Background: an optimization exercise with open tools, aiming at small area and few clock cycles. Do not read the settings as production practice. In this exercise RTL edits were held to simulation tests only and were not proved equivalent to the original.

==> flow/config.mk <==
export PLATFORM = sky130hd
export DESIGN_NAME = marching_squares_top
export DESIGN_NICKNAME = marching_squares_top
export VERILOG_FILES = /design/flow/design.v
export SDC_FILE = /design/flow/constraint.sdc
export NUM_CORES = 4
export LEC_CHECK = 0
export CAP_MARGIN = 20
export CORE_MARGIN = 2
export CORE_UTILIZATION = 40
export SLEW_MARGIN = 20
==> flow/constraint.sdc <==
create_clock -name core_clock -period 9.0 [get_ports {clk}]
set_input_delay 1.8000 -clock core_clock [delete_from_list [all_inputs] [get_ports {clk}]]
set_output_delay 1.8000 -clock core_clock [all_outputs]
set_load 0.01 [all_outputs]
==> flow/design.v <==
`default_nettype none
module marching_squares_top (
    input  wire        clk,
    input  wire        rst_n,
    input  wire        cell_valid,
    output wire        cell_stall,
    input  wire [79:0] cell_word,
    output wire        seg_valid,
    input  wire        seg_stall,
    output wire [36:0] seg,
    input  wire        psel,
    input  wire        penable,
    input  wire        pwrite,
    input  wire [3:0]  paddr,
    input  wire [31:0] pwdata,
    output wire [31:0] prdata,
    output wire        pready
);
    marching_squares_cell_segments u_core (
        .clk        (clk),
        .rst_n      (rst_n),
        .cell_valid (cell_valid),
        .cell_stall (cell_stall),
        .cell_word  (cell_word),
        .seg_valid  (seg_valid),
        .seg_stall  (seg_stall),
        .seg        (seg),
        .psel       (psel),
        .penable    (penable),
        .pwrite     (pwrite),
        .paddr      (paddr),
        .pwdata     (pwdata),
        .prdata     (prdata),
        .pready     (pready)
    );
endmodule
`default_nettype wire

`default_nettype none
package mscs_pkg;
    localparam int MAX_COLUMNS = 256;
    localparam int MAX_ROWS    = 256;
    localparam int SAMPLE_BITS = 16;
    localparam int COORD_BITS  = 8;
    localparam int COUNT_BITS  = 9;
    localparam int INDEX_BITS  = 17;
    localparam int ADDR_BITS   = 4;
    localparam int DATA_BITS   = 32;
    localparam logic [1:0] REG_THRESHOLD = 2'd0;
    localparam logic [1:0] REG_COLUMNS   = 2'd1;
    localparam logic [1:0] REG_ROWS      = 2'd2;
    typedef struct packed {
        logic [COORD_BITS-1:0]         cell_x;
        logic [COORD_BITS-1:0]         cell_y;
        logic signed [SAMPLE_BITS-1:0] top_left;
        logic signed [SAMPLE_BITS-1:0] top_right;
        logic signed [SAMPLE_BITS-1:0] bottom_right;
        logic signed [SAMPLE_BITS-1:0] bottom_left;
    } cell_t;
    typedef struct packed {
        logic                  first_is_vertex;
        logic [INDEX_BITS-1:0] first_index;
        logic                  second_is_vertex;
        logic [INDEX_BITS-1:0] second_index;
        logic                  last_of_cell;
    } segment_t;
    typedef struct packed {
        logic                  is_vertex;
        logic [INDEX_BITS-1:0] index;
    } endpoint_t;
    typedef struct packed {
        logic [1:0] count;
        segment_t   first;
        segment_t   second;
    } seg_pair_t;
endpackage
`default_nettype wire
`default_nettype none
module mscs_seg_calc (
    input  wire logic [mscs_pkg::COUNT_BITS-1:0]  cols,       
    input  wire logic [mscs_pkg::INDEX_BITS-1:0]  horiz,      
    input  wire logic [7:0]                       ma,         
    input  wire logic [8:0]                       mb,         
    input  wire logic [7:0]                       mc,         
    input  wire logic                             hmode,      
    input  wire logic [3:0]                       on,         
    input  wire logic [1:0]                       pe,         
    input  wire logic [1:0]                       qe,         
    input  wire logic                             last,
    output mscs_pkg::segment_t                    seg
);
    localparam int IW = mscs_pkg::INDEX_BITS;
    localparam logic [1:0] E_TOP    = 2'd0;
    localparam logic [1:0] E_RIGHT  = 2'd1;
    localparam logic [1:0] E_BOTTOM = 2'd2;
    localparam logic [1:0] E_LEFT   = 2'd3;
    function automatic logic [4:0] ep_ctl(input logic [1:0] e, input logic [3:0] o);
        logic ta, tb;
        logic v;
        logic [2:0] sel;
        logic cin;
        case (e)
            E_TOP:    begin ta = o[3]; tb = o[2]; end
            E_RIGHT:  begin ta = o[2]; tb = o[1]; end
            E_BOTTOM: begin ta = o[0]; tb = o[1]; end
            default:  begin ta = o[3]; tb = o[0]; end
        endcase
        v = ta ^ tb;
        case (e)
            E_TOP:    begin sel = v ? 3'd0 : 3'd3; cin = v ? tb : 1'b1; end
            E_RIGHT:  begin sel = v ? (tb ? 3'd1 : 3'd0) : 3'd2; cin = 1'b1; end
            E_BOTTOM: begin sel = v ? 3'd1 : 3'd4; cin = v & tb; end
            default:  begin sel = v ? (tb ? 3'd1 : 3'd0) : 3'd2; cin = 1'b0; end
        endcase
        ep_ctl = {v, sel, cin};
    endfunction
    function automatic logic [IW-1:0] offs(input logic [2:0] s, input logic [IW-1:0] c,
                                           input logic [IW-1:0] h, input logic [IW-1:0] n,
                                           input logic [IW-1:0] cn);
        case (s)
            3'd1:    offs = c;
            3'd2:    offs = h;
            3'd3:    offs = n;
            3'd4:    offs = cn;
            default: offs = '0;
        endcase
    endfunction
    function automatic logic [IW-1:0] c_minus_y1(input logic [8:0] c, input logic [7:0] y);
        logic [IW-1:0] a, b, s;
        logic          k;
        a = {8'h00, c};
        b = {9'h1ff, ~y};
        k = 1'b0;
        for (int i = 0; i < IW; i++)
        begin
            s[i] = a[i] ^ b[i] ^ k;
            k    = (a[i] & b[i]) | (a[i] & k) | (b[i] & k);
        end
        c_minus_y1 = s;
    endfunction
    logic [4:0]    pc, qc;
    logic [2:0]    psel;
    logic          pcin;
    logic [IW-1:0] ny, cny, cz;
    logic [IW-1:0] po, qo;
    assign pc   = ep_ctl(pe, on);
    assign qc   = ep_ctl(qe, on);
    assign psel = hmode ? 3'd4 : pc[3:1];
    assign pcin = hmode ? 1'b0 : pc[0];
    assign ny   = {9'h1ff, ~ma};
    assign cz   = {8'h00, cols};
    assign cny  = c_minus_y1(cols, ma);
    assign po   = offs(psel, cz, horiz, ny, cny);
    assign qo   = offs(qc[3:1], cz, horiz, ny, cny);
    mscs_idx u_idx (
        .a    (ma),
        .b    (mb),
        .c    (mc),
        .po   (po),
        .pcin (pcin),
        .qo   (qo),
        .qcin (qc[0]),
        .pi   (seg.first_index),
        .qi   (seg.second_index)
    );
    assign seg.first_is_vertex  = pc[4];
    assign seg.second_is_vertex = qc[4];
    assign seg.last_of_cell     = last;
endmodule
module mscs_idx (
    input  wire logic [7:0]  a,
    input  wire logic [8:0]  b,
    input  wire logic [7:0]  c,
    input  wire logic [16:0] po,
    input  wire logic        pcin,
    input  wire logic [16:0] qo,
    input  wire logic        qcin,
    output logic [16:0]      pi,
    output logic [16:0]      qi
);
    wire [8:0] pp0 = b & {9{a[0]}};
    wire [8:0] pp1 = b & {9{a[1]}};
    wire [8:0] pp2 = b & {9{a[2]}};
    wire [8:0] pp3 = b & {9{a[3]}};
    wire [8:0] pp4 = b & {9{a[4]}};
    wire [8:0] pp5 = b & {9{a[5]}};
    wire [8:0] pp6 = b & {9{a[6]}};
    wire [8:0] pp7 = b & {9{a[7]}};
    wire t1;
    wire t2;
    wire t3;
    wire t4;
    wire t5;
    wire t6;
    wire t7;
    wire t8;
    wire t9;
    wire t10;
    wire t11;
    wire t12;
    wire t13;
    wire t14;
    wire t15;
    wire t16;
    wire t17;
    wire t18;
    wire t19;
    wire t20;
    wire t21;
    wire t22;
    wire t23;
    wire t24;
    wire t25;
    wire t26;
    wire t27;
    wire t28;
    wire t29;
    wire t30;
    wire t31;
    wire t32;
    wire t33;
    wire t34;
    wire t35;
    wire t36;
    wire t37;
    wire t38;
    wire t39;
    wire t40;
    wire t41;
    wire t42;
    wire t43;
    wire t44;
    wire t45;
    wire t46;
    wire t47;
    wire t48;
    wire t49;
    wire t50;
    wire t51;
    wire t52;
    wire t53;
    wire t54;
    wire t55;
    wire t56;
    wire t57;
    wire t58;
    wire t59;
    wire t60;
    wire t61;
    wire t62;
    wire t63;
    wire t64;
    wire t65;
    wire t66;
    wire t67;
    wire t68;
    wire t69;
    wire t70;
    wire t71;
    wire t72;
    wire t73;
    wire t74;
    wire t75;
    wire t76;
    wire t77;
    wire t78;
    wire t79;
    wire t80;
    wire t81;
    wire t82;
    wire t83;
    wire t84;
    wire t85;
    wire t86;
    wire t87;
    wire t88;
    wire t89;
    wire t90;
    wire t91;
    wire t92;
    wire t93;
    wire t94;
    wire t95;
    wire t96;
    wire t97;
    wire t98;
    wire t99;
    wire t100;
    wire t101;
    wire t102;
    wire t103;
    wire t104;
    wire t105;
    wire t106;
    wire t107;
    wire t108;
    wire t109;
    wire t110;
    wire t111;
    wire t112;
    wire t113;
    wire t114;
    wire t115;
    wire t116;
    wire t117;
    wire t118;
    wire t119;
    wire t120;
    wire t121;
    wire t122;
    wire t123;
    wire t124;
    wire t125;
    wire t126;
    wire t127;
    wire t128;
    wire t129;
    wire t130;
    wire t131;
    wire t132;
    wire t133;
    wire t134;
    wire t135;
    wire t136;
    wire t137;
    wire t138;
    wire t139;
    wire t140;
    wire t141;
    wire t142;
    wire t143;
    wire t144;
    wire t145;
    wire t146;
    wire t147;
    wire t148;
    wire t149;
    wire t150;
    wire t151;
    wire t152;
    wire t153;
    wire t154;
    wire t155;
    wire t156;
    wire t157;
    wire t158;
    wire t159;
    wire t160;
    wire t161;
    wire t162;
    wire t163;
    wire t164;
    wire t165;
    wire t166;
    wire t167;
    wire t168;
    wire t169;
    wire t170;
    wire t171;
    wire t172;
    wire t173;
    wire t174;
    wire t175;
    wire t176;
    wire t177;
    wire t178;
    wire t179;
    wire t180;
    wire t181;
    wire t182;
    wire t183;
    wire t184;
    wire t185;
    wire t186;
    wire t187;
    wire t188;
    wire t189;
    wire t190;
    wire t191;
    wire t192;
    wire t193;
    wire t194;
    wire t195;
    wire t196;
    wire t197;
    wire t198;
    wire t199;
    wire t200;
    wire t201;
    wire t202;
    wire t203;
    wire t204;
    wire t205;
    wire t206;
    wire t207;
    wire t208;
    wire t209;
    wire t210;
    wire t211;
    wire t212;
    wire t213;
    wire t214;
    wire t215;
    wire t216;
    wire t217;
    wire t218;
    wire t219;
    wire t220;
    wire t221;
    wire t222;
    wire t223;
    wire t224;
    wire t225;
    wire t226;
    wire t227;
    wire t228;
    wire t229;
    wire t230;
    wire t231;
    wire t232;
    wire t233;
    wire t234;
    wire t235;
    wire t236;
    wire t237;
    wire t238;
    wire t239;
    wire t240;
    wire t241;
    wire t242;
    wire t243;
    wire t244;
    wire t245;
    wire t246;
    wire t247;
    wire t248;
    wire t249;
    wire t250;
    wire t251;
    wire t252;
    wire t253;
    wire t254;
    wire t255;
    wire t256;
    wire t257;
    wire t258;
    wire t259;
    wire t260;
    wire t261;
    wire t262;
    wire t263;
    wire t264;
    wire t265;
    wire t266;
    wire t267;
    wire t268;
    wire t269;
    wire t270;
    wire t271;
    wire t272;
    wire t273;
    wire t274;
    wire t275;
    wire t276;
    wire t277;
    wire t278;
    wire t279;
    wire t280;
    wire t281;
    wire t282;
    wire t283;
    wire t284;
    wire t285;
    wire t286;
    wire t287;
    wire t288;
    wire t289;
    wire t290;
    wire t291;
    wire t292;
    wire t293;
    wire t294;
    wire t295;
    wire t296;
    wire t297;
    wire t298;
    wire t299;
    wire t300;
    wire t301;
    wire t302;
    wire t303;
    wire t304;
    wire t305;
    wire t306;
    wire t307;
    wire t308;
    wire t309;
    wire t310;
    wire t311;
    wire t312;
    assign t1 = pp0[5] ^ pp1[4];
    assign t2 = pp0[5] & pp1[4];
    assign t3 = pp0[6] ^ pp1[5] ^ pp2[4];
    assign t4 = (pp0[6] & pp1[5]) | (pp0[6] & pp2[4]) | (pp1[5] & pp2[4]);
    assign t5 = pp3[3] ^ pp4[2];
    assign t6 = pp3[3] & pp4[2];
    assign t7 = pp0[7] ^ pp1[6] ^ pp2[5];
    assign t8 = (pp0[7] & pp1[6]) | (pp0[7] & pp2[5]) | (pp1[6] & pp2[5]);
    assign t9 = pp3[4] ^ pp4[3] ^ pp5[2];
    assign t10 = (pp3[4] & pp4[3]) | (pp3[4] & pp5[2]) | (pp4[3] & pp5[2]);
    assign t11 = pp6[1] ^ pp7[0];
    assign t12 = pp6[1] & pp7[0];
    assign t13 = pp0[8] ^ pp1[7] ^ pp2[6];
    assign t14 = (pp0[8] & pp1[7]) | (pp0[8] & pp2[6]) | (pp1[7] & pp2[6]);
    assign t15 = pp3[5] ^ pp4[4] ^ pp5[3];
    assign t16 = (pp3[5] & pp4[4]) | (pp3[5] & pp5[3]) | (pp4[4] & pp5[3]);
    assign t17 = pp6[2] ^ pp7[1];
    assign t18 = pp6[2] & pp7[1];
    assign t19 = pp1[8] ^ pp2[7] ^ pp3[6];
    assign t20 = (pp1[8] & pp2[7]) | (pp1[8] & pp3[6]) | (pp2[7] & pp3[6]);
    assign t21 = pp4[5] ^ pp5[4] ^ pp6[3];
    assign t22 = (pp4[5] & pp5[4]) | (pp4[5] & pp6[3]) | (pp5[4] & pp6[3]);
    assign t23 = pp2[8] ^ pp3[7] ^ pp4[6];
    assign t24 = (pp2[8] & pp3[7]) | (pp2[8] & pp4[6]) | (pp3[7] & pp4[6]);
    assign t25 = pp0[3] ^ pp1[2];
    assign t26 = pp0[3] & pp1[2];
    assign t27 = pp0[4] ^ pp1[3] ^ pp2[2];
    assign t28 = (pp0[4] & pp1[3]) | (pp0[4] & pp2[2]) | (pp1[3] & pp2[2]);
    assign t29 = pp3[1] ^ pp4[0];
    assign t30 = pp3[1] & pp4[0];
    assign t31 = t1 ^ pp2[3] ^ pp3[2];
    assign t32 = (t1 & pp2[3]) | (t1 & pp3[2]) | (pp2[3] & pp3[2]);
    assign t33 = pp4[1] ^ pp5[0] ^ c[5];
    assign t34 = (pp4[1] & pp5[0]) | (pp4[1] & c[5]) | (pp5[0] & c[5]);
    assign t35 = t2 ^ t3 ^ t5;
    assign t36 = (t2 & t3) | (t2 & t5) | (t3 & t5);
    assign t37 = pp5[1] ^ pp6[0] ^ c[6];
    assign t38 = (pp5[1] & pp6[0]) | (pp5[1] & c[6]) | (pp6[0] & c[6]);
    assign t39 = t4 ^ t6 ^ t7;
    assign t40 = (t4 & t6) | (t4 & t7) | (t6 & t7);
    assign t41 = t9 ^ t11 ^ c[7];
    assign t42 = (t9 & t11) | (t9 & c[7]) | (t11 & c[7]);
    assign t43 = t8 ^ t10 ^ t12;
    assign t44 = (t8 & t10) | (t8 & t12) | (t10 & t12);
    assign t45 = t13 ^ t15 ^ t17;
    assign t46 = (t13 & t15) | (t13 & t17) | (t15 & t17);
    assign t47 = t14 ^ t16 ^ t18;
    assign t48 = (t14 & t16) | (t14 & t18) | (t16 & t18);
    assign t49 = t19 ^ t21 ^ pp7[2];
    assign t50 = (t19 & t21) | (t19 & pp7[2]) | (t21 & pp7[2]);
    assign t51 = t20 ^ t22 ^ t23;
    assign t52 = (t20 & t22) | (t20 & t23) | (t22 & t23);
    assign t53 = pp5[5] ^ pp6[4] ^ pp7[3];
    assign t54 = (pp5[5] & pp6[4]) | (pp5[5] & pp7[3]) | (pp6[4] & pp7[3]);
    assign t55 = t24 ^ pp3[8] ^ pp4[7];
    assign t56 = (t24 & pp3[8]) | (t24 & pp4[7]) | (pp3[8] & pp4[7]);
    assign t57 = pp5[6] ^ pp6[5] ^ pp7[4];
    assign t58 = (pp5[6] & pp6[5]) | (pp5[6] & pp7[4]) | (pp6[5] & pp7[4]);
    assign t59 = pp4[8] ^ pp5[7] ^ pp6[6];
    assign t60 = (pp4[8] & pp5[7]) | (pp4[8] & pp6[6]) | (pp5[7] & pp6[6]);
    assign t61 = pp0[2] ^ pp1[1];
    assign t62 = pp0[2] & pp1[1];
    assign t63 = t25 ^ pp2[1] ^ pp3[0];
    assign t64 = (t25 & pp2[1]) | (t25 & pp3[0]) | (pp2[1] & pp3[0]);
    assign t65 = t26 ^ t27 ^ t29;
    assign t66 = (t26 & t27) | (t26 & t29) | (t27 & t29);
    assign t67 = t28 ^ t30 ^ t31;
    assign t68 = (t28 & t30) | (t28 & t31) | (t30 & t31);
    assign t69 = t32 ^ t34 ^ t35;
    assign t70 = (t32 & t34) | (t32 & t35) | (t34 & t35);
    assign t71 = t36 ^ t38 ^ t39;
    assign t72 = (t36 & t38) | (t36 & t39) | (t38 & t39);
    assign t73 = t40 ^ t42 ^ t43;
    assign t74 = (t40 & t42) | (t40 & t43) | (t42 & t43);
    assign t75 = t44 ^ t46 ^ t47;
    assign t76 = (t44 & t46) | (t44 & t47) | (t46 & t47);
    assign t77 = t48 ^ t50 ^ t51;
    assign t78 = (t48 & t50) | (t48 & t51) | (t50 & t51);
    assign t79 = t52 ^ t54 ^ t55;
    assign t80 = (t52 & t54) | (t52 & t55) | (t54 & t55);
    assign t81 = t56 ^ t58 ^ t59;
    assign t82 = (t56 & t58) | (t56 & t59) | (t58 & t59);
    assign t83 = t60 ^ pp5[8] ^ pp6[7];
    assign t84 = (t60 & pp5[8]) | (t60 & pp6[7]) | (pp5[8] & pp6[7]);
    assign t85 = pp0[1] ^ pp1[0];
    assign t86 = pp0[1] & pp1[0];
    assign t87 = t61 ^ pp2[0] ^ c[2];
    assign t88 = (t61 & pp2[0]) | (t61 & c[2]) | (pp2[0] & c[2]);
    assign t89 = t62 ^ t63 ^ c[3];
    assign t90 = (t62 & t63) | (t62 & c[3]) | (t63 & c[3]);
    assign t91 = t64 ^ t65 ^ c[4];
    assign t92 = (t64 & t65) | (t64 & c[4]) | (t65 & c[4]);
    assign t93 = t66 ^ t67 ^ t33;
    assign t94 = (t66 & t67) | (t66 & t33) | (t67 & t33);
    assign t95 = t68 ^ t69 ^ t37;
    assign t96 = (t68 & t69) | (t68 & t37) | (t69 & t37);
    assign t97 = t70 ^ t71 ^ t41;
    assign t98 = (t70 & t71) | (t70 & t41) | (t71 & t41);
    assign t99 = t72 ^ t73 ^ t45;
    assign t100 = (t72 & t73) | (t72 & t45) | (t73 & t45);
    assign t101 = t74 ^ t75 ^ t49;
    assign t102 = (t74 & t75) | (t74 & t49) | (t75 & t49);
    assign t103 = t76 ^ t77 ^ t53;
    assign t104 = (t76 & t77) | (t76 & t53) | (t77 & t53);
    assign t105 = t78 ^ t79 ^ t57;
    assign t106 = (t78 & t79) | (t78 & t57) | (t79 & t57);
    assign t107 = t80 ^ t81 ^ pp7[5];
    assign t108 = (t80 & t81) | (t80 & pp7[5]) | (t81 & pp7[5]);
    assign t109 = t82 ^ t83 ^ pp7[6];
    assign t110 = (t82 & t83) | (t82 & pp7[6]) | (t83 & pp7[6]);
    assign t111 = t84 ^ pp6[8] ^ pp7[7];
    assign t112 = (t84 & pp6[8]) | (t84 & pp7[7]) | (pp6[8] & pp7[7]);
    assign t113 = pp0[0] ^ c[0];
    assign t114 = pp0[0] & c[0];
    assign t115 = t85 ^ c[1] ^ po[1];
    assign t116 = (t85 & c[1]) | (t85 & po[1]) | (c[1] & po[1]);
    assign t117 = t86 ^ t87 ^ po[2];
    assign t118 = (t86 & t87) | (t86 & po[2]) | (t87 & po[2]);
    assign t119 = t88 ^ t89 ^ po[3];
    assign t120 = (t88 & t89) | (t88 & po[3]) | (t89 & po[3]);
    assign t121 = t90 ^ t91 ^ po[4];
    assign t122 = (t90 & t91) | (t90 & po[4]) | (t91 & po[4]);
    assign t123 = t92 ^ t93 ^ po[5];
    assign t124 = (t92 & t93) | (t92 & po[5]) | (t93 & po[5]);
    assign t125 = t94 ^ t95 ^ po[6];
    assign t126 = (t94 & t95) | (t94 & po[6]) | (t95 & po[6]);
    assign t127 = t96 ^ t97 ^ po[7];
    assign t128 = (t96 & t97) | (t96 & po[7]) | (t97 & po[7]);
    assign t129 = t98 ^ t99 ^ po[8];
    assign t130 = (t98 & t99) | (t98 & po[8]) | (t99 & po[8]);
    assign t131 = t100 ^ t101 ^ po[9];
    assign t132 = (t100 & t101) | (t100 & po[9]) | (t101 & po[9]);
    assign t133 = t102 ^ t103 ^ po[10];
    assign t134 = (t102 & t103) | (t102 & po[10]) | (t103 & po[10]);
    assign t135 = t104 ^ t105 ^ po[11];
    assign t136 = (t104 & t105) | (t104 & po[11]) | (t105 & po[11]);
    assign t137 = t106 ^ t107 ^ po[12];
    assign t138 = (t106 & t107) | (t106 & po[12]) | (t107 & po[12]);
    assign t139 = t108 ^ t109 ^ po[13];
    assign t140 = (t108 & t109) | (t108 & po[13]) | (t109 & po[13]);
    assign t141 = t110 ^ t111 ^ po[14];
    assign t142 = (t110 & t111) | (t110 & po[14]) | (t111 & po[14]);
    assign t143 = t112 ^ pp7[8] ^ po[15];
    assign t144 = (t112 & pp7[8]) | (t112 & po[15]) | (pp7[8] & po[15]);
    assign t145 = t113 ^ po[0] ^ pcin;
    assign t146 = (t113 & po[0]) | (t113 & pcin) | (po[0] & pcin);
    assign t147 = t114 ^ t115 ^ t146;
    assign t148 = (t114 & t115) | (t114 & t146) | (t115 & t146);
    assign t149 = t116 ^ t117 ^ t148;
    assign t150 = (t116 & t117) | (t116 & t148) | (t117 & t148);
    assign t151 = t118 ^ t119 ^ t150;
    assign t152 = (t118 & t119) | (t118 & t150) | (t119 & t150);
    assign t153 = t120 ^ t121 ^ t152;
    assign t154 = (t120 & t121) | (t120 & t152) | (t121 & t152);
    assign t155 = t122 ^ t123 ^ t154;
    assign t156 = (t122 & t123) | (t122 & t154) | (t123 & t154);
    assign t157 = t124 ^ t125 ^ 1'b0;
    assign t158 = (t124 & t125) | (t124 & 1'b0) | (t125 & 1'b0);
    assign t159 = t126 ^ t127 ^ t158;
    assign t160 = (t126 & t127) | (t126 & t158) | (t127 & t158);
    assign t161 = t128 ^ t129 ^ t160;
    assign t162 = (t128 & t129) | (t128 & t160) | (t129 & t160);
    assign t163 = t130 ^ t131 ^ t162;
    assign t164 = (t130 & t131) | (t130 & t162) | (t131 & t162);
    assign t165 = t132 ^ t133 ^ t164;
    assign t166 = (t132 & t133) | (t132 & t164) | (t133 & t164);
    assign t167 = t134 ^ t135 ^ t166;
    assign t168 = (t134 & t135) | (t134 & t166) | (t135 & t166);
    assign t169 = t124 ^ t125 ^ 1'b1;
    assign t170 = (t124 & t125) | (t124 & 1'b1) | (t125 & 1'b1);
    assign t171 = t126 ^ t127 ^ t170;
    assign t172 = (t126 & t127) | (t126 & t170) | (t127 & t170);
    assign t173 = t128 ^ t129 ^ t172;
    assign t174 = (t128 & t129) | (t128 & t172) | (t129 & t172);
    assign t175 = t130 ^ t131 ^ t174;
    assign t176 = (t130 & t131) | (t130 & t174) | (t131 & t174);
    assign t177 = t132 ^ t133 ^ t176;
    assign t178 = (t132 & t133) | (t132 & t176) | (t133 & t176);
    assign t179 = t134 ^ t135 ^ t178;
    assign t180 = (t134 & t135) | (t134 & t178) | (t135 & t178);
    assign t181 = t156 ? t169 : t157;
    assign t182 = t156 ? t171 : t159;
    assign t183 = t156 ? t173 : t161;
    assign t184 = t156 ? t175 : t163;
    assign t185 = t156 ? t177 : t165;
    assign t186 = t156 ? t179 : t167;
    assign t187 = t156 ? t180 : t168;
    assign t188 = t136 ^ t137 ^ 1'b0;
    assign t189 = (t136 & t137) | (t136 & 1'b0) | (t137 & 1'b0);
    assign t190 = t138 ^ t139 ^ t189;
    assign t191 = (t138 & t139) | (t138 & t189) | (t139 & t189);
    assign t192 = t140 ^ t141 ^ t191;
    assign t193 = (t140 & t141) | (t140 & t191) | (t141 & t191);
    assign t194 = t142 ^ t143 ^ t193;
    assign t195 = (t142 & t143) | (t142 & t193) | (t143 & t193);
    assign t196 = t144 ^ po[16] ^ t195;
    assign t197 = (t144 & po[16]) | (t144 & t195) | (po[16] & t195);
    assign t198 = t136 ^ t137 ^ 1'b1;
    assign t199 = (t136 & t137) | (t136 & 1'b1) | (t137 & 1'b1);
    assign t200 = t138 ^ t139 ^ t199;
    assign t201 = (t138 & t139) | (t138 & t199) | (t139 & t199);
    assign t202 = t140 ^ t141 ^ t201;
    assign t203 = (t140 & t141) | (t140 & t201) | (t141 & t201);
    assign t204 = t142 ^ t143 ^ t203;
    assign t205 = (t142 & t143) | (t142 & t203) | (t143 & t203);
    assign t206 = t144 ^ po[16] ^ t205;
    assign t207 = (t144 & po[16]) | (t144 & t205) | (po[16] & t205);
    assign t208 = t187 ? t198 : t188;
    assign t209 = t187 ? t200 : t190;
    assign t210 = t187 ? t202 : t192;
    assign t211 = t187 ? t204 : t194;
    assign t212 = t187 ? t206 : t196;
    assign t213 = pp0[0] ^ c[0];
    assign t214 = pp0[0] & c[0];
    assign t215 = t85 ^ c[1] ^ qo[1];
    assign t216 = (t85 & c[1]) | (t85 & qo[1]) | (c[1] & qo[1]);
    assign t217 = t86 ^ t87 ^ qo[2];
    assign t218 = (t86 & t87) | (t86 & qo[2]) | (t87 & qo[2]);
    assign t219 = t88 ^ t89 ^ qo[3];
    assign t220 = (t88 & t89) | (t88 & qo[3]) | (t89 & qo[3]);
    assign t221 = t90 ^ t91 ^ qo[4];
    assign t222 = (t90 & t91) | (t90 & qo[4]) | (t91 & qo[4]);
    assign t223 = t92 ^ t93 ^ qo[5];
    assign t224 = (t92 & t93) | (t92 & qo[5]) | (t93 & qo[5]);
    assign t225 = t94 ^ t95 ^ qo[6];
    assign t226 = (t94 & t95) | (t94 & qo[6]) | (t95 & qo[6]);
    assign t227 = t96 ^ t97 ^ qo[7];
    assign t228 = (t96 & t97) | (t96 & qo[7]) | (t97 & qo[7]);
    assign t229 = t98 ^ t99 ^ qo[8];
    assign t230 = (t98 & t99) | (t98 & qo[8]) | (t99 & qo[8]);
    assign t231 = t100 ^ t101 ^ qo[9];
    assign t232 = (t100 & t101) | (t100 & qo[9]) | (t101 & qo[9]);
    assign t233 = t102 ^ t103 ^ qo[10];
    assign t234 = (t102 & t103) | (t102 & qo[10]) | (t103 & qo[10]);
    assign t235 = t104 ^ t105 ^ qo[11];
    assign t236 = (t104 & t105) | (t104 & qo[11]) | (t105 & qo[11]);
    assign t237 = t106 ^ t107 ^ qo[12];
    assign t238 = (t106 & t107) | (t106 & qo[12]) | (t107 & qo[12]);
    assign t239 = t108 ^ t109 ^ qo[13];
    assign t240 = (t108 & t109) | (t108 & qo[13]) | (t109 & qo[13]);
    assign t241 = t110 ^ t111 ^ qo[14];
    assign t242 = (t110 & t111) | (t110 & qo[14]) | (t111 & qo[14]);
    assign t243 = t112 ^ pp7[8] ^ qo[15];
    assign t244 = (t112 & pp7[8]) | (t112 & qo[15]) | (pp7[8] & qo[15]);
    assign t245 = t213 ^ qo[0] ^ qcin;
    assign t246 = (t213 & qo[0]) | (t213 & qcin) | (qo[0] & qcin);
    assign t247 = t214 ^ t215 ^ t246;
    assign t248 = (t214 & t215) | (t214 & t246) | (t215 & t246);
    assign t249 = t216 ^ t217 ^ t248;
    assign t250 = (t216 & t217) | (t216 & t248) | (t217 & t248);
    assign t251 = t218 ^ t219 ^ t250;
    assign t252 = (t218 & t219) | (t218 & t250) | (t219 & t250);
    assign t253 = t220 ^ t221 ^ t252;
    assign t254 = (t220 & t221) | (t220 & t252) | (t221 & t252);
    assign t255 = t222 ^ t223 ^ t254;
    assign t256 = (t222 & t223) | (t222 & t254) | (t223 & t254);
    assign t257 = t224 ^ t225 ^ 1'b0;
    assign t258 = (t224 & t225) | (t224 & 1'b0) | (t225 & 1'b0);
    assign t259 = t226 ^ t227 ^ t258;
    assign t260 = (t226 & t227) | (t226 & t258) | (t227 & t258);
    assign t261 = t228 ^ t229 ^ t260;
    assign t262 = (t228 & t229) | (t228 & t260) | (t229 & t260);
    assign t263 = t230 ^ t231 ^ t262;
    assign t264 = (t230 & t231) | (t230 & t262) | (t231 & t262);
    assign t265 = t232 ^ t233 ^ t264;
    assign t266 = (t232 & t233) | (t232 & t264) | (t233 & t264);
    assign t267 = t234 ^ t235 ^ t266;
    assign t268 = (t234 & t235) | (t234 & t266) | (t235 & t266);
    assign t269 = t224 ^ t225 ^ 1'b1;
    assign t270 = (t224 & t225) | (t224 & 1'b1) | (t225 & 1'b1);
    assign t271 = t226 ^ t227 ^ t270;
    assign t272 = (t226 & t227) | (t226 & t270) | (t227 & t270);
    assign t273 = t228 ^ t229 ^ t272;
    assign t274 = (t228 & t229) | (t228 & t272) | (t229 & t272);
    assign t275 = t230 ^ t231 ^ t274;
    assign t276 = (t230 & t231) | (t230 & t274) | (t231 & t274);
    assign t277 = t232 ^ t233 ^ t276;
    assign t278 = (t232 & t233) | (t232 & t276) | (t233 & t276);
    assign t279 = t234 ^ t235 ^ t278;
    assign t280 = (t234 & t235) | (t234 & t278) | (t235 & t278);
    assign t281 = t256 ? t269 : t257;
    assign t282 = t256 ? t271 : t259;
    assign t283 = t256 ? t273 : t261;
    assign t284 = t256 ? t275 : t263;
    assign t285 = t256 ? t277 : t265;
    assign t286 = t256 ? t279 : t267;
    assign t287 = t256 ? t280 : t268;
    assign t288 = t236 ^ t237 ^ 1'b0;
    assign t289 = (t236 & t237) | (t236 & 1'b0) | (t237 & 1'b0);
    assign t290 = t238 ^ t239 ^ t289;
    assign t291 = (t238 & t239) | (t238 & t289) | (t239 & t289);
    assign t292 = t240 ^ t241 ^ t291;
    assign t293 = (t240 & t241) | (t240 & t291) | (t241 & t291);
    assign t294 = t242 ^ t243 ^ t293;
    assign t295 = (t242 & t243) | (t242 & t293) | (t243 & t293);
    assign t296 = t244 ^ qo[16] ^ t295;
    assign t297 = (t244 & qo[16]) | (t244 & t295) | (qo[16] & t295);
    assign t298 = t236 ^ t237 ^ 1'b1;
    assign t299 = (t236 & t237) | (t236 & 1'b1) | (t237 & 1'b1);
    assign t300 = t238 ^ t239 ^ t299;
    assign t301 = (t238 & t239) | (t238 & t299) | (t239 & t299);
    assign t302 = t240 ^ t241 ^ t301;
    assign t303 = (t240 & t241) | (t240 & t301) | (t241 & t301);
    assign t304 = t242 ^ t243 ^ t303;
    assign t305 = (t242 & t243) | (t242 & t303) | (t243 & t303);
    assign t306 = t244 ^ qo[16] ^ t305;
    assign t307 = (t244 & qo[16]) | (t244 & t305) | (qo[16] & t305);
    assign t308 = t287 ? t298 : t288;
    assign t309 = t287 ? t300 : t290;
    assign t310 = t287 ? t302 : t292;
    assign t311 = t287 ? t304 : t294;
    assign t312 = t287 ? t306 : t296;
    assign pi = {t212, t211, t210, t209, t208, t186, t185, t184, t183, t182, t181, t155, t153, t151, t149, t147, t145};
    assign qi = {t312, t311, t310, t309, t308, t286, t285, t284, t283, t282, t281, t255, t253, t251, t249, t247, t245};
endmodule
`default_nettype wire
`default_nettype none
module marching_squares_cell_segments (
    input  wire logic                            clk,
    input  wire logic                            rst_n,
    input  wire logic                            cell_valid,
    output logic                                 cell_stall,
    input  wire mscs_pkg::cell_t                 cell_word,
    output logic                                 seg_valid,
    input  wire logic                            seg_stall,
    output mscs_pkg::segment_t                   seg,
    input  wire logic                            psel,
    input  wire logic                            penable,
    input  wire logic                            pwrite,
    input  wire logic [mscs_pkg::ADDR_BITS-1:0]  paddr,
    input  wire logic [mscs_pkg::DATA_BITS-1:0]  pwdata,
    output logic [mscs_pkg::DATA_BITS-1:0]       prdata,
    output logic                                 pready
);
    localparam int CW = mscs_pkg::COUNT_BITS;
    localparam int SW = mscs_pkg::SAMPLE_BITS;
    localparam int IW = mscs_pkg::INDEX_BITS;
    localparam logic [1:0] E_TOP    = 2'd0;
    localparam logic [1:0] E_RIGHT  = 2'd1;
    localparam logic [1:0] E_BOTTOM = 2'd2;
    localparam logic [1:0] E_LEFT   = 2'd3;
    function automatic logic ge16(input logic [15:0] a, input logic [15:0] t);
        logic c;
        c = 1'b1;
        for (int i = 0; i < 16; i++)
            c = t[i] ? a[i] : c;
        ge16 = c;
    endfunction
    function automatic logic ge8(input logic [7:0] a, input logic [7:0] b);
        logic c;
        c = 1'b1;
        for (int i = 0; i < 8; i++)
            c = (a[i] & ~b[i]) | ((a[i] | ~b[i]) & c);
        ge8 = c;
    endfunction
    function automatic logic [7:0] sub8(input logic [7:0] v, input logic [7:0] k);
        logic [7:0] d;
        logic       b;
        b = 1'b0;
        for (int i = 0; i < 8; i++)
        begin
            d[i] = v[i] ^ k[i] ^ b;
            b    = (~v[i] & k[i]) | (~v[i] & b) | (k[i] & b);
        end
        sub8 = d;
    endfunction
    function automatic logic [7:0] clamp_minus(input logic [CW-1:0] v, input logic lo,
                                               input logic hi, input logic [7:0] k);
        if (lo)
            clamp_minus = 8'd2 - k;
        else if (hi)
            clamp_minus = 8'd0 - k;
        else
            clamp_minus = sub8(v[7:0], k);
    endfunction
    logic [SW-1:0]        thr_reg;
    logic [CW-1:0]        cols_raw_reg;
    logic [CW-1:0]        rows_raw_reg;
    logic                 cols_lo_reg, cols_hi_reg;
    logic                 rows_lo, rows_hi;
    logic [IW-1:0]        horiz_reg;
    logic [CW-1:0]        cols_c;
    logic [7:0]           cols_m2;
    logic [7:0]           rows_m1;
    logic [7:0]           rows_m2;
    logic                 wd_lo, wd_hi;
    logic                 cfg_wr;
    logic                 grid_wr;
    logic                 grid_wr_reg;
    assign pready  = 1'b1;
    assign cfg_wr  = psel && penable && pwrite;
    assign grid_wr = cfg_wr && ((paddr[3:2] == mscs_pkg::REG_COLUMNS) ||
                                (paddr[3:2] == mscs_pkg::REG_ROWS));
    assign wd_lo   = pwdata[8:1] == 8'd0;
    assign wd_hi   = pwdata[8] && (pwdata[7:0] != 8'd0);
    assign rows_lo = rows_raw_reg[8:1] == 8'd0;
    assign rows_hi = rows_raw_reg[8] && (rows_raw_reg[7:0] != 8'd0);
    assign cols_c  = cols_lo_reg ? CW'(2) : (cols_hi_reg ? CW'(256) : cols_raw_reg);
    assign cols_m2 = clamp_minus(cols_raw_reg, cols_lo_reg, cols_hi_reg, 8'd2);
    assign rows_m1 = clamp_minus(rows_raw_reg, rows_lo, rows_hi, 8'd1);
    assign rows_m2 = clamp_minus(rows_raw_reg, rows_lo, rows_hi, 8'd2);
    always_ff @(posedge clk or negedge rst_n)
    begin
        if (!rst_n)
            grid_wr_reg <= 1'b0;
        else
            grid_wr_reg <= grid_wr;
    end
    always_ff @(posedge clk or negedge rst_n)
    begin
        if (!rst_n)
        begin
            thr_reg      <= '0;
            cols_raw_reg <= CW'(mscs_pkg::MAX_COLUMNS);
            rows_raw_reg <= CW'(mscs_pkg::MAX_ROWS);
            cols_lo_reg  <= 1'b0;
            cols_hi_reg  <= 1'b0;
        end
        else if (cfg_wr)
        begin
            unique case (paddr[3:2])
                mscs_pkg::REG_THRESHOLD:
                begin
                    thr_reg <= pwdata[SW-1:0];
                end
                mscs_pkg::REG_COLUMNS:
                begin
                    cols_raw_reg <= pwdata[CW-1:0];
                    cols_lo_reg  <= wd_lo;
                    cols_hi_reg  <= wd_hi;
                end
                mscs_pkg::REG_ROWS:
                begin
                    rows_raw_reg <= pwdata[CW-1:0];
                end
                default:
                begin
                end
            endcase
        end
    end
    always_comb
    begin
        unique case (paddr[3:2])
            mscs_pkg::REG_THRESHOLD: prdata = mscs_pkg::DATA_BITS'(thr_reg);
            mscs_pkg::REG_COLUMNS:   prdata = mscs_pkg::DATA_BITS'(cols_raw_reg);
            mscs_pkg::REG_ROWS:      prdata = mscs_pkg::DATA_BITS'(rows_raw_reg);
            default:                 prdata = '0;
        endcase
    end
    logic [SW-1:0] u_tl, u_tr, u_br, u_bl, u_thr;
    logic [3:0]    code;
    logic [3:0]    on_cell;
    logic          high;
    logic          in_grid;
    logic          flip;
    logic          has_seg;
    logic          saddle;
    logic [1:0]    pe_cell;
    logic [1:0]    qe_cell;
    assign u_tl  = cell_word.top_left     ^ 16'h8000;
    assign u_tr  = cell_word.top_right    ^ 16'h8000;
    assign u_br  = cell_word.bottom_right ^ 16'h8000;
    assign u_bl  = cell_word.bottom_left  ^ 16'h8000;
    assign u_thr = thr_reg ^ 16'h8000;
    logic [SW-1:0] t_tl, t_tr, t_br, t_bl;
    assign t_tl    = cell_word.top_left     ^ thr_reg;
    assign t_tr    = cell_word.top_right    ^ thr_reg;
    assign t_br    = cell_word.bottom_right ^ thr_reg;
    assign t_bl    = cell_word.bottom_left  ^ thr_reg;
    assign code    = {ge16(u_tl, t_tl), ge16(u_tr, t_tr), ge16(u_br, t_br), ge16(u_bl, t_bl)};
    assign on_cell = {t_tl == '0, t_tr == '0, t_br == '0, t_bl == '0};
    logic [18:0] s1, c1, s2, c2, s3, c3, nt;
    logic        hc;
    assign nt = {1'b0, ~u_thr, 2'b11};
    assign s1 = {3'b000, u_tl ^ u_tr ^ u_br};
    assign c1 = {2'b00, (u_tl & u_tr) | (u_tl & u_br) | (u_tr & u_br), 1'b0};
    assign s2 = s1 ^ c1 ^ {3'b000, u_bl};
    assign c2 = {(s1[17:0] & c1[17:0]) | (s1[17:0] & {2'b00, u_bl}) | (c1[17:0] & {2'b00, u_bl}), 1'b0};
    assign s3 = s2 ^ c2 ^ nt;
    assign c3 = {(s2[17:0] & c2[17:0]) | (s2[17:0] & nt[17:0]) | (c2[17:0] & nt[17:0]), 1'b0};
    always_comb
    begin
        hc = 1'b1;
        for (int i = 0; i < 18; i++)
            hc = (s3[i] & c3[i]) | (s3[i] & hc) | (c3[i] & hc);
        high = s3[18] ^ c3[18] ^ hc;
    end
    assign in_grid = ge8(cols_m2, cell_word.cell_x) && ge8(rows_m2, cell_word.cell_y);
    assign saddle  = (code == 4'd5) || (code == 4'd10);
    assign has_seg = in_grid && (code != 4'd0) && (code != 4'd15);
    assign flip    = high != (code == 4'd5);
    always_comb
    begin
        case (code)
            4'd1, 4'd14: begin pe_cell = E_LEFT;   qe_cell = E_BOTTOM; end
            4'd2, 4'd13: begin pe_cell = E_BOTTOM; qe_cell = E_RIGHT;  end
            4'd3, 4'd12: begin pe_cell = E_LEFT;   qe_cell = E_RIGHT;  end
            4'd4, 4'd11: begin pe_cell = E_TOP;    qe_cell = E_RIGHT;  end
            4'd6, 4'd9:  begin pe_cell = E_TOP;    qe_cell = E_BOTTOM; end
            4'd7, 4'd8:  begin pe_cell = E_LEFT;   qe_cell = E_TOP;    end
            default:     begin pe_cell = E_LEFT;   qe_cell = flip ? E_BOTTOM : E_TOP; end
        endcase
    end
    logic          d_valid_reg;
    logic [7:0]    d_x_reg;
    logic [7:0]    d_y_reg;
    logic [3:0]    d_on_reg;
    logic [1:0]    d_pe_reg;
    logic [1:0]    d_qe_reg;
    logic          d_pend_reg;      
    logic          d_top2_reg;      
    logic deliver;
    logic free;
    logic load;
    assign deliver    = d_valid_reg && !seg_stall;
    assign free       = !d_valid_reg || (deliver && !d_pend_reg);
    assign cell_stall = !free || grid_wr_reg;
    assign load       = cell_valid && has_seg && !cell_stall;
    always_ff @(posedge clk or negedge rst_n)
    begin
        if (!rst_n)
            d_valid_reg <= 1'b0;
        else if (free)
            d_valid_reg <= load;
    end
    always_ff @(posedge clk)
    begin
        if (load)
        begin
            d_x_reg <= cell_word.cell_x;
            d_y_reg <= cell_word.cell_y;
        end
        else if (free)
        begin
            d_x_reg <= 8'd0;
            d_y_reg <= rows_m1;
        end
    end
    always_ff @(posedge clk)
    begin
        if (load)
        begin
            d_on_reg   <= on_cell;
            d_pe_reg   <= pe_cell;
            d_qe_reg   <= qe_cell;
            d_pend_reg <= saddle;
            d_top2_reg <= flip;
        end
        else if (deliver && d_pend_reg)
        begin
            d_pe_reg   <= d_top2_reg ? E_TOP : E_BOTTOM;
            d_qe_reg   <= E_RIGHT;
            d_pend_reg <= 1'b0;
        end
    end
    mscs_seg_calc u_calc (
        .cols   (cols_c),
        .horiz  (horiz_reg),
        .ma     (d_y_reg),
        .mb     (cols_c),
        .mc     (d_x_reg),
        .hmode  (!d_valid_reg),
        .on     (d_on_reg),
        .pe     (d_pe_reg),
        .qe     (d_qe_reg),
        .last   (!d_pend_reg),
        .seg    (seg)
    );
    always_ff @(posedge clk)
    begin
        if (!d_valid_reg)
            horiz_reg <= seg.first_index;
    end
    assign seg_valid = d_valid_reg;
endmodule
`default_nettype wire
==> flow/flow/run.sh <==
#!/bin/bash
set -uo pipefail
export BUFFER_PORTS_ARGS="-buffer_cell sky130_fd_sc_hd__buf_1"
export CTS_ARGS="-sink_clustering_enable -repair_clock_nets -buf_list sky130_fd_sc_hd__clkbuf_8 -root_buf sky130_fd_sc_hd__clkbuf_8 -dont_use_dummy_load -sink_clustering_size 30"
export REMOVE_ABC_BUFFERS=1
bash standard.sh > standard.log 2>&1
==> flow/standard.sh <==
#!/bin/bash
# synth_recipe.tcl (not shown) runs the flow's synth.tcl, then flattens the netlist and writes it again
# the make line also repeats each setting of config.mk as NAME=value (left out here)
make -C /OpenROAD-flow-scripts/flow DESIGN_CONFIG=/design/flow/config.mk WORK_HOME=/design/flow/orfs CLKGATE_MAP_FILE= SYNTH_SCRIPT=/design/flow/synth_recipe.tcl "${@:-finish}"
==> run notes, run 1 <==
- Worst min-delay path category: reg2reg
- Post-DP HPWL: between 20 and 30 mm
- Hold Path Sink: u_core.rows_raw_reg[5]
- Max Clk Rate: 115 MHz
- Routed vias: 9872
- Die Span Y: ~180 um
- Layout cells sized above 1: 0.0889
- CP Capture Type: output port
- WS Path Type: reg2out
- Core Area: 0.0296 mm^2
- Grt ovf: 0
- Most frequent CP cell: fa_1
- Synth cell types: 81
- Max-slew violation count: 0
- Worst hold slack: 0.570 ns
- Critical Path RT: 7.20 ns
- CP startpoint kind: flip-flop
- Vias in the first global route: 10100
- Clk slew on worst S/H paths: 0.09 ns
- # setup viols final: 0
- Hold Crit Start: u_core.rows_raw_reg[5]
- Dpl ws: 0.0717 ns
- Hold depth: 1
- Final Cycle Share: 0.967
- DRC violations left: 0
- CTS root buf: clkbuf_8
- Synthesis Warnings: 2
- Inserted Clock Buffers: 9
- I/O Pins: 195
- Crit path buffers/inverters: 4
- Max-slew headroom: 0.0946
- CP delay by family, top: adder cells
- Max FFs per register: 17
- Cell Area, Synth: about 0.012 mm^2
- Wire length per cell: ~19 um
- Maxcap violations: 0
- Post-synth EDFFs: 43
- Setup total negative slack: 0 ns
- Final WL: 33.8 mm
- NumNets Final: around 1800
- CTS tree: built
- First-pass GRT wire length: around 54 mm
- Util after Layout: 0.443
- Final Hold Viols: 0
- Min Tclk post-route: 8.71 ns
- Clk latency of the worst-skew pair: 0.39 ns
- Final Non-Filler Cells: 1819
- Initial DRT Pass Iterations: 6
- Cells after synthesis: 1298
- Seq cells post-synth: 81
- Max incr delay on CP: about 0.6 ns
- Synth async-reset ratio: 0.469
- Slew @ Worst Pin: between 1 and 1.5 ns
- Clock sinks: 81
- RSZ-0062 raised after global routing: no
- Drt initial violations: 757
- CP max-delay cell: or4_4
- Flop-to-flop setup slack: 2.35 ns
- Final ANT Viol Nets: 0
- Worst R2R Start: u_core.d_pe_reg[0]
- Initial antenna violation count: 2
- Final worst slack: 0.294 ns
- RePlAce Congestion: 0.932
- Max Fanout on Critical Path: 4
- Sequential share of the synthesized area: 0.188
- FF-to-FF path depth: 23
- Rows: 63
- CP Cell Sequence: inv_2 > ha_4 > a22oi_2 > o21ai_1 > ha_1 > buf_4 > nor3_1 > buf_4 > a221oi_1 > fa_1 > fa_1 > fa_2 > fa_1 > fa_1 > fa_2 > nand2b_1 > a31o_2 > a21oi_4 > o21ai_2 > and3_1 > or4_4 > a21oi_2 > xnor2_1 > clkbuf_2
- Chip Width: 177 um
- Run status: complete, no violations
- Port Buf Inserts: between 150 and 200
- Avg Cell Area, Syn: 9.22 um^2
- Crit path from: u_core.d_pe_reg[0]
- Via/cell ratio: 5.43
- Clk_skew: 0.0370 ns
- H-tree depth: 3
- Main synth FF type: edfxtp_1
- Cell Count Post-Placement: 1801
- Synth-to-layout area growth: 9.51%
- Worst reg2reg path endpoint: u_core.horiz_reg[16]
- Largest net degree at the start of global routing: 39
- Gr usage total: 0.221
- Initial core utilization: 0.405
- Max Buffers Root-to-Sink: 2
- Die area: around 0.031 mm^2
- CP Data Arrival Time: 6.91 ns
[worst reg2reg max path, delay by kind of cell (launching register included)]
family	cells	cell delay, ns
AOI/OAI and AO/OA	7	0.98
buffers and inverters	3	0.49
and+or+nand+nor	5	1.52
DFF	1	0.44
adders and majority gates	8	2.95
[layer usage]
metal / GRT usage / share of wire
met1: 0.307 / 0.45
met2: 0.364 / 0.47
met5: 0 / 0.00038
met4: 0.0472 / 0.014
met3: 0.0380 / 0.068
[placed cells by master, fill, tap and decap left out, types with 8 or more instances in the layout]
cell,count
inv_1,207
buf_1,156
fa_1,139
nor2_1,93
ha_1,76
nand2_1,66
a21oi_1,48
edfxtp_1,43
mux2_2,42
dfrtp_1,36
nand2b_1,33
buf_4,30
o21ai_0,28
and3_1,25
and2_1,24
nor2b_1,23
xnor2_1,23
a21o_1,19
nor3_1,17
conb_1,17
a22oi_1,16
nand3_1,16
o22ai_1,15
xor2_1,13
a211oi_1,11
a222oi_1,11
nor4_1,10
o211ai_1,9
clkbuf_8,9
a31oi_1,8
maj3_1,8
[metrics by stage]
step	cell area, um^2
floorplan	11500
global placement	12800
detailed placement	12800
finish	13100
global route	13100
CTS	12900
[how the worst max path moves through the flow]
stage	endpoint	slack [ns]	cells past startpoint
global placement	seg[34]	0.20	24
CTS	seg[34]	0.004	24
floorplan	seg[35]	0.25	23
global route	seg[34]	0.003	24
finish	seg[34]	0.29	24
detailed placement	seg[35]	0.07	23
[cells in the mapped netlist (7+ instances only)]
cell type,instances,area (um^2)
a2111oi_0,7,61.3
a211oi_1,13,97.6
a21o_1,19,143
a21oi_1,50,250
a222oi_1,11,110
a22oi_1,17,128
a31oi_1,9,56.3
and2_1,24,150
and3_1,25,156
buf_4,54,405
clkbuf_1,22,82.6
dfrtp_1,36,901
edfxtp_1,43,1290
fa_1,143,2860
ha_1,79,988
inv_1,208,781
maj3_1,8,80.1
mux2_2,42,473
nand2_1,66,248
nand2b_1,33,206
nand3_1,16,80.1
nor2_1,93,349
nor2b_1,23,144
nor3_1,19,95.1
nor4_1,11,68.8
o211ai_1,9,67.6
o21ai_0,31,155
o21bai_1,7,52.6
o221ai_1,7,61.3
o22ai_1,15,93.8
xnor2_1,23,201
xor2_1,13,114
[what timing repair did]
action,4_1_cts,5_1_grt
pin swaps,0,8
cloned,0,0
gates resized for setup,9,25
setup buffers,0,8
endpoints found under the setup margin,4,8
hold buffers,0,0
[final cells by class]
cell class,count,area (um^2)
timing repair buffer,191,848
clock buffer,9,124
antenna,1,2.50
inverter,210,788
multi-input combinational,937,8610
sequential,81,2240
tap,390,488
fill,2941,16500
[cell families (layout without fill, tap and decap cells)]
| family | after synthesis | after routing | share of synthesized area |
|---|---|---|---|
| muxes | 43 | 43 | 0.0404 |
| adders and majority gates | 230 | 230 | 0.329 |
| xor gates and xnor gates | 36 | 36 | 0.0264 |
| and+or+nand+nor | 347 | 347 | 0.148 |
| buffers and inverters | 295 | 410 | 0.110 |
| AOI/OAI and AO/OA | 264 | 264 | 0.159 |
| DFF | 81 | 81 | 0.188 |
| other | 2 | 18 | 0.000628 |
Testbench counts, summed over its fixed seeds: cycles 10,644.
==> inputs of run 2 (changes only) <==
==> flow/flow/run.sh (replaced) <==
#!/bin/bash
set -uo pipefail
export BUFFER_PORTS_ARGS="-buffer_cell sky130_fd_sc_hd__buf_1"
export CTS_ARGS="-sink_clustering_enable -repair_clock_nets -buf_list sky130_fd_sc_hd__clkbuf_8 -root_buf sky130_fd_sc_hd__clkbuf_8 -dont_use_dummy_load -sink_clustering_size 30"
bash standard.sh > standard.log 2>&1
--- a/flow/config.mk
+++ b/flow/config.mk
@@ -5,6 +5,7 @@
 export SDC_FILE = /design/flow/constraint.sdc
 export NUM_CORES = 4
 export LEC_CHECK = 0
+export ABC_AREA = 1
 export CAP_MARGIN = 20
 export CORE_MARGIN = 2
 export CORE_UTILIZATION = 40
==> run notes, run 2 <==
- Run status: complete, no violations
- CTS tree: built
- Worst R2R Start: u_core.d_pe_reg[0]
- Clk_skew: 0.0302 ns (-0.00681 ns)
- Min Tclk post-route: 8.64 ns (-0.0679 ns)
- Final ANT Viol Nets: 0 (unchanged)
- CTS root buf: clkbuf_8
- Post-synth EDFFs: 43 (unchanged)
- Vias in the first global route: 10300 (+2.5%)
- Synth cell types: 53 (-35%)
- Gr usage total: 0.216 (-0.00559)
- CP max-delay cell: fa_1
- Synth-to-layout area growth: 9.51% (about the same)
- Routed vias: 10100 (+2.4%)
- Inserted Clock Buffers: 9 (unchanged)
- Synth top area cells: fa_1 (24%), inv_1 (12%), edfxtp_1 (11%)
- Cells after synthesis: 1529 (+18%)
- Most common cell after layout, fill and taps aside: inv_1
- RePlAce Congestion: 0.926 (-0.69%)
- Slew @ Worst Pin: 1.04 ns (-0.288 ns)
- Drt initial violations: 504 (-33%)
- Synth async-reset ratio: 0.469 (unchanged)
- Die area: 0.0309 mm^2 (-1.4%)
- Max FFs per register: 17 (unchanged)
- I/O Pins: 195 (unchanged)
- Via/cell ratio: 4.92 (-9.3%)
- Final Hold Viols: 0 (unchanged)
- Top-area cell type share of the netlist area: 0.243 (+0.00350)
- Crit path from: u_core.d_pe_reg[0]
- Seq cells post-synth: 81 (unchanged)
- Worst reg2reg path endpoint: u_core.horiz_reg[16]
- Setup crit end: seg[35]
- Yosys top cell by area: fa_1
- CP Data Arrival Time: 6.84 ns (-0.07 ns)
- Initial antenna violation count: 3 (+1)
- CP startpoint kind: flip-flop
- Rows: 62 (-1.6%)
- Dpl ws: -0.0282 ns (-0.0998 ns)
- Maxcap violations: 0 (unchanged)
- Worst hold slack: 0.518 ns (-0.0520 ns)
- Wire length per cell: 15.5 um (-17%)
- Post-route cell area: 0.0129 mm^2 (-1.4%)
- Max Clk Rate: 116 MHz (+0.79%)
- Max incr delay on CP: 0.43 ns (-0.17 ns)
- H-tree depth: 3 (unchanged)
- # setup viols final: 0 (unchanged)
- Largest net degree at the start of global routing: 39 (unchanged)
- Layout cells sized above 1: 0.0708 (-0.0181)
- Max-slew headroom: 0.308 (+0.213)
- Max Fanout on Critical Path: 5 (+1)
- Final Cycle Share: 0.960 (-0.00754)
- Initial DRT Pass Iterations: 5 (-1)
- CP Capture Type: output port
- First-pass GRT wire length: 51.9 mm (-4.0%)
- Initial core utilization: 0.409 (+0.00386)
- Worst min-delay path category: reg2reg
- WS Path Type: reg2out
- Sequential share of the synthesized area: 0.190 (+0.00275)
- Die Span Y: 176 um (-0.71%)
- Main synth FF type: edfxtp_1
- Cell Area, Synth: 0.0118 mm^2 (-1.4%)
- Synthesis Warnings: 2 (unchanged)
- NumNets Final: 2014 (+13%)
- Max Buffers Root-to-Sink: 2 (unchanged)
- Final worst slack: 0.362 ns (+0.0679 ns)
- Core Area: 0.0289 mm^2 (-2.4%)
- Chip Width: 176 um (-0.71%)
- Count leader, synth: inv_1
- Max-slew violation count: 0 (unchanged)
- Most frequent cells after synthesis: inv_1 (362), nand2_1 (313), fa_1 (143), nor2_1 (113), ha_1 (79)
- Post-DP HPWL: 26.7 mm (-5.6%)
- DRC violations left: 0 (unchanged)
- Final WL: 31.8 mm (-5.9%)
- Critical Path RT: 7.20 ns (about the same)
- Avg Cell Area, Syn: 7.71 um^2 (-16%)
- Grt ovf: 0 (unchanged)
- FF-to-FF path depth: 37 (+61%)
- Port Buf Inserts: 159 (unchanged)
- Flop-to-flop setup slack: 2.42 ns (+0.07 ns)
- Most frequent cells in the layout: inv_1 (359), nand2_1 (312), buf_1 (153)
- Hold_buf cts: 0 (unchanged)
- Clk slew on worst S/H paths: 0.10 ns (about the same)
- Clock sinks: 81 (unchanged)
- Clk latency of the worst-skew pair: 0.39 ns (about the same)
- Post-Place Cell Area: 0.0125 mm^2 (-1.9%)
run 2: cell count changes after synthesis, moves of 20 or more:
cell and delta:
and2_1 -24, nand2_1 +247, nor2_1 +20, and3_1 -24, nand2b_1 -33, o21ai_0 +44, nand3_1 +24, nor2b_1 -23
inv_1 +154, o22ai_1 +22, mux2_2 -42
run 2: final cells by class:
class,instances,area (um^2)
flip-flops and latches,81,2240
fillers,2984,15900
diodes,2,5.00
repair buffers,188,822
clock buffers,9,124
multi-input cells,1010,7820
inverters,379,1420
well taps,384,480
run 2: how the worst min path moves through the flow:
stage,from,to,slack (ns),cells after the start
after floorplan,u_core.cols_raw_reg[2],u_core.cols_raw_reg[2],0.47,2
after global placement,u_core.rows_raw_reg[5],u_core.rows_raw_reg[5],0.49,2
after detailed placement,u_core.cols_raw_reg[5],u_core.cols_raw_reg[5],0.50,2
after CTS,u_core.cols_raw_reg[5],u_core.cols_raw_reg[5],0.52,2
after global routing,u_core.cols_raw_reg[5],u_core.cols_raw_reg[5],0.56,2
final,u_core.cols_raw_reg[5],u_core.cols_raw_reg[5],0.52,2
run 2: cells by family after synthesis:
family,after synthesis,share of synthesized area
buffers and inverters,453,0.164
and+or+nand+nor,506,0.176
xor gates and xnor gates,27,0.0201
other,2,0.000637
adders and majority gates,222,0.327
AOI/OAI and AO/OA,238,0.123
DFF,81,0.190
run 2: through the flow:
stage	instances	setup TNS, ns	utilization
after global routing	2051	-0.0496	0.447
after CTS	2039	-0.00824	0.440
after detailed placement	2028	-0.0282	0.434
after global placement	2028	0	0.434
final	2053	0	0.447
after floorplan	1544	0	-
run 2: critical path, delay by kind of cell (launching register included):
family / cells / cell delay (ns)
fa+ha+maj: 8 / 2.72
simple gates: 9 / 0.73
compound gates: 12 / 1.58
flops: 1 / 0.42
xor+xnor: 1 / 0.21
buf+inv: 7 / 0.75
run 2: what timing repair did:
item / CTS / global route
gates resized for setup: 10 / 33
setup endpoints to repair: 7 / 10
setup buffers: 2 / 12
cloned: 0 / 0
pin swaps: 2 / 13
run 2: metal layers:
metal | track usage | vias to the layer above | wire length, um
met5 | 0 | - | 11
met4 | 0.0771 | 2 | 1020
met3 | 0.0498 | 53 | 2240
met2 | 0.358 | 361 | 14800
met1 | 0.277 | 4747 | 13700
li1 | - | 4944 | -
==> inputs of run 3 (changes only) <==
--- a/flow/config.mk
+++ b/flow/config.mk
@@ -5,7 +5,6 @@
 export SDC_FILE = /design/flow/constraint.sdc
 export NUM_CORES = 4
 export LEC_CHECK = 0
-export ABC_AREA = 1
 export CAP_MARGIN = 20
 export CORE_MARGIN = 2
 export CORE_UTILIZATION = 40
==> run notes, run 3 <==
- Run status: complete, no violations
- Clk latency of the worst-skew pair: 0.39 ns (about the same)
- Die area: 0.0313 mm^2 (+1.4%)
- WS Path Type: reg2out
- Die Span Y: 177 um (+0.71%)
- Worst reg2reg path endpoint: u_core.horiz_reg[16]
- Initial core utilization: 0.405 (-0.00386)
- Wire length per cell: 18.8 um (+21%)
- First-pass GRT wire length: 54.6 mm (+5.3%)
- Port Buf Inserts: 159 (unchanged)
- Most frequent cells in the layout: inv_1 (206), buf_1 (156), fa_1 (140)
- Clk_skew: 0.0277 ns (-0.00251 ns)
- Max-slew headroom: 0.367 (+0.0588)
- Max Fanout on Critical Path: 4 (-1)
- Crit path from: u_core.d_pe_reg[0]
- Sequential share of the synthesized area: 0.188 (-0.00275)
- Final WL: 34.2 mm (+7.4%)
- Flip-flop and latch area: 0.00224 mm^2 (unchanged)
- Initial antenna violation count: 4 (+1)
- Synth top area cells: fa_1 (24%), edfxtp_1 (11%), ha_1 (8.3%)
- # fillers: 3002 (+0.60%)
- Chip Width: 177 um (+0.71%)
- Largest net degree at the start of global routing: 39 (unchanged)
- Inserted Clock Buffers: 9 (unchanged)
- RePlAce Congestion: 0.994 (+7.4%)
- Max Clk Rate: 116 MHz (about the same)
- Routed vias: 9984 (-1.2%)
- Final ANT Viol Nets: 0 (unchanged)
- Worst min-delay path category: reg2reg
- Final Cycle Share: 0.960 (about the same)
- Drt initial violations: 689 (+37%)
- Flop-to-flop setup slack: 2.42 ns (about the same)
- Cells after synthesis: 1298 (-15%)
- CTS root buf: clkbuf_8
- Gr usage total: 0.225 (+0.00877)
- Util after Layout: 0.443 (-0.00483)
- Max-slew violation count: 0 (unchanged)
- DRC violations left: 0 (unchanged)
- Synth async-reset ratio: 0.469 (unchanged)
- Core Area: 0.0296 mm^2 (+2.4%)
- Min Tclk post-route: 8.64 ns (+0.00609 ns)
- H-tree depth: 3 (unchanged)
- Worst hold slack: 0.570 ns (+0.0515 ns)
- # setup viols final: 0 (unchanged)
- Top-area cell type share of the netlist area: 0.239 (-0.00350)
- Synth-to-layout area growth: 9.36%
- Synthesis Warnings: 2 (unchanged)
- Via/cell ratio: 5.49 (+11%)
- CP startpoint kind: flip-flop
- Critical Path RT: 7.20 ns (about the same)
- Worst R2R Start: u_core.d_pe_reg[0]
- CP Data Arrival Time: 6.84 ns (about the same)
- Maxcap violations: 0 (unchanged)
- Setup crit end: seg[34]
- Initial DRT Pass Iterations: 5 (unchanged)
- NumNets Final: 1774 (-12%)
- Vias in the first global route: 10200 (-1.5%)
- Max FFs per register: 17 (unchanged)
- Layout cells sized above 1: 0.0897 (+0.0189)
- Setup total negative slack: 0 ns (unchanged)
- Area of the multi-input gates: 0.00859 mm^2 (+10%)
- Clk slew on worst S/H paths: 0.07 ns (-0.03 ns)
- Count leader, synth: inv_1
- Most frequent cells after synthesis: inv_1 (208), fa_1 (143), nor2_1 (93), ha_1 (79), nand2_1 (66)
- Slew @ Worst Pin: 0.950 ns (-0.0858 ns)
- Post-synth EDFFs: 43 (unchanged)
- Synth cell types: 81 (+53%)
- Main synth FF type: edfxtp_1
- Max Buffers Root-to-Sink: 2 (unchanged)
- Final Hold Viols: 0 (unchanged)
- Clock sinks: 81 (unchanged)
- Seq cells post-synth: 81 (unchanged)
- Hold Crit Start: u_core.rows_raw_reg[5]
- CP Capture Type: output port
- I/O Pins: 195 (unchanged)
- Cell Area, Synth: 0.0120 mm^2 (+1.5%)
- Grt ovf: 0 (unchanged)
- CTS tree: built
- Post-DP HPWL: 28.5 mm (+6.5%)
- Most common cell after layout, fill and taps aside: inv_1
- Rows: 63 (+1.6%)
- Yosys top cell by area: fa_1
- Avg Cell Area, Syn: 9.22 um^2 (+20%)
- FF-to-FF path depth: 23 (-38%)
[run 3: cell count changes after synthesis, sizes merged, moves of 25 or more]
cell,before,now
and2,0,25
inv,375,208
mux2,0,42
nand2,320,66
nand2b,0,33
nand3,41,16
o21ai,98,36
[run 3: timing repair]
action                                  in CTS  in global routing
gates resized for setup                      8                 27
buffers inserted                             2                  2
cloned                                       0                  0
hold buffers                                 0                  0
pin swaps                                    0                  3
endpoints found under the setup margin       7                  8
[run 3: critical path, stage by stage, from the launching register on]
cell,delay [ns]
edfxtp_1,0.42
inv_1,0.10
ha_1,0.26
a22oi_1,0.17
o21ai_1,0.10
ha_1,0.35
buf_4,0.15
nor3_1,0.05
buf_4,0.15
a221oi_2,0.30
fa_1,0.49
fa_1,0.43
fa_1,0.40
fa_1,0.40
fa_1,0.41
fa_2,0.39
nand2b_1,0.20
a31o_2,0.28
a21oi_4,0.15
o21ai_2,0.11
and3_1,0.16
or4_4,0.53
a21oi_2,0.16
xnor2_1,0.15
clkbuf_2,0.16
[run 3: how the worst min path moves through the flow]
stage | end | slack [ns] | cells after the start
6_report | u_core.rows_raw_reg[5] | 0.57 | 1
5_1_grt | u_core.rows_raw_reg[2] | 0.60 | 1
4_1_cts | u_core.rows_raw_reg[2] | 0.57 | 1
3_5_place_dp | u_core.rows_raw_reg[2] | 0.55 | 1
3_3_place_gp | u_core.rows_raw_reg[2] | 0.55 | 1
2_1_floorplan | u_core.rows_raw_reg[5] | 0.52 | 1
[run 3: metrics by stage]
stage | worst slack (ns) | instance area [um^2] | std cells
2_1_floorplan | 0.657 | 12000 | 1313
5_1_grt | -0.00234 | 13100 | 1819
3_3_place_gp | 0.239 | 12800 | 1804
6_report | 0.356 | 13100 | 1819
3_5_place_dp | 0.165 | 12800 | 1804
4_1_cts | 0.00350 | 13000 | 1815
[run 3: logic make-up after synthesis]
family                     synth area share
other                              0.000628
xor gates and xnor gates             0.0264
DFF                                   0.188
AOI/OAI and AO/OA                     0.159
buffers and inverters                 0.110
muxes                                0.0404
and+or+nand+nor                       0.148
adders and majority gates             0.329
[run 3: final cells by class]
type | instances | area share
inverters | 210 | 0.0602
multi-input cells | 937 | 0.657
clock buffers | 9 | 0.00947
well taps | 390 | 0.0373
flip-flops and latches | 81 | 0.172
diodes | 2 | 0.000382
repair buffers | 190 | 0.0643
[run 3: layer usage]
layer | global-route usage | up-vias | share of wire
li1 | - | 4635 | -
met1 | 0.311 | 4932 | 0.45
met2 | 0.354 | 362 | 0.46
met3 | 0.0460 | 51 | 0.067
met4 | 0.0671 | 4 | 0.022
met5 | 0 | - | 0.00067

==> what the ideal ports hide <==
No port has a modelled driver above. Below, the same layouts with a new extraction and two added sets of constraints. Step 1 assumes that a clkbuf_16 drives the clock port and a buf_2 every other input. Step 2 times the ports against the registers' clock, not the clock port: input delays grow and output delays shrink by t, the midpoint of the rising clock arrivals with the driver on. Slacks: ideal ports / drivers / drivers and shift; pairs: ideal ports / drivers.
| run | t (ns) | setup slack, ns | worst setup path after step 2 | cell pins on the clock port's net |
|---|---|---|---|---|
| run 1 | 0.412 | 0.294 / 0.254 / 0.667 | register to output | 1 |
| run 2 | 0.413 | 0.362 / 0.319 / 0.732 | register to output | 1 |
| run 3 | 0.420 | 0.356 / 0.316 / 0.736 | register to output | 1 |
After both steps setup and hold are still met in every run listed.
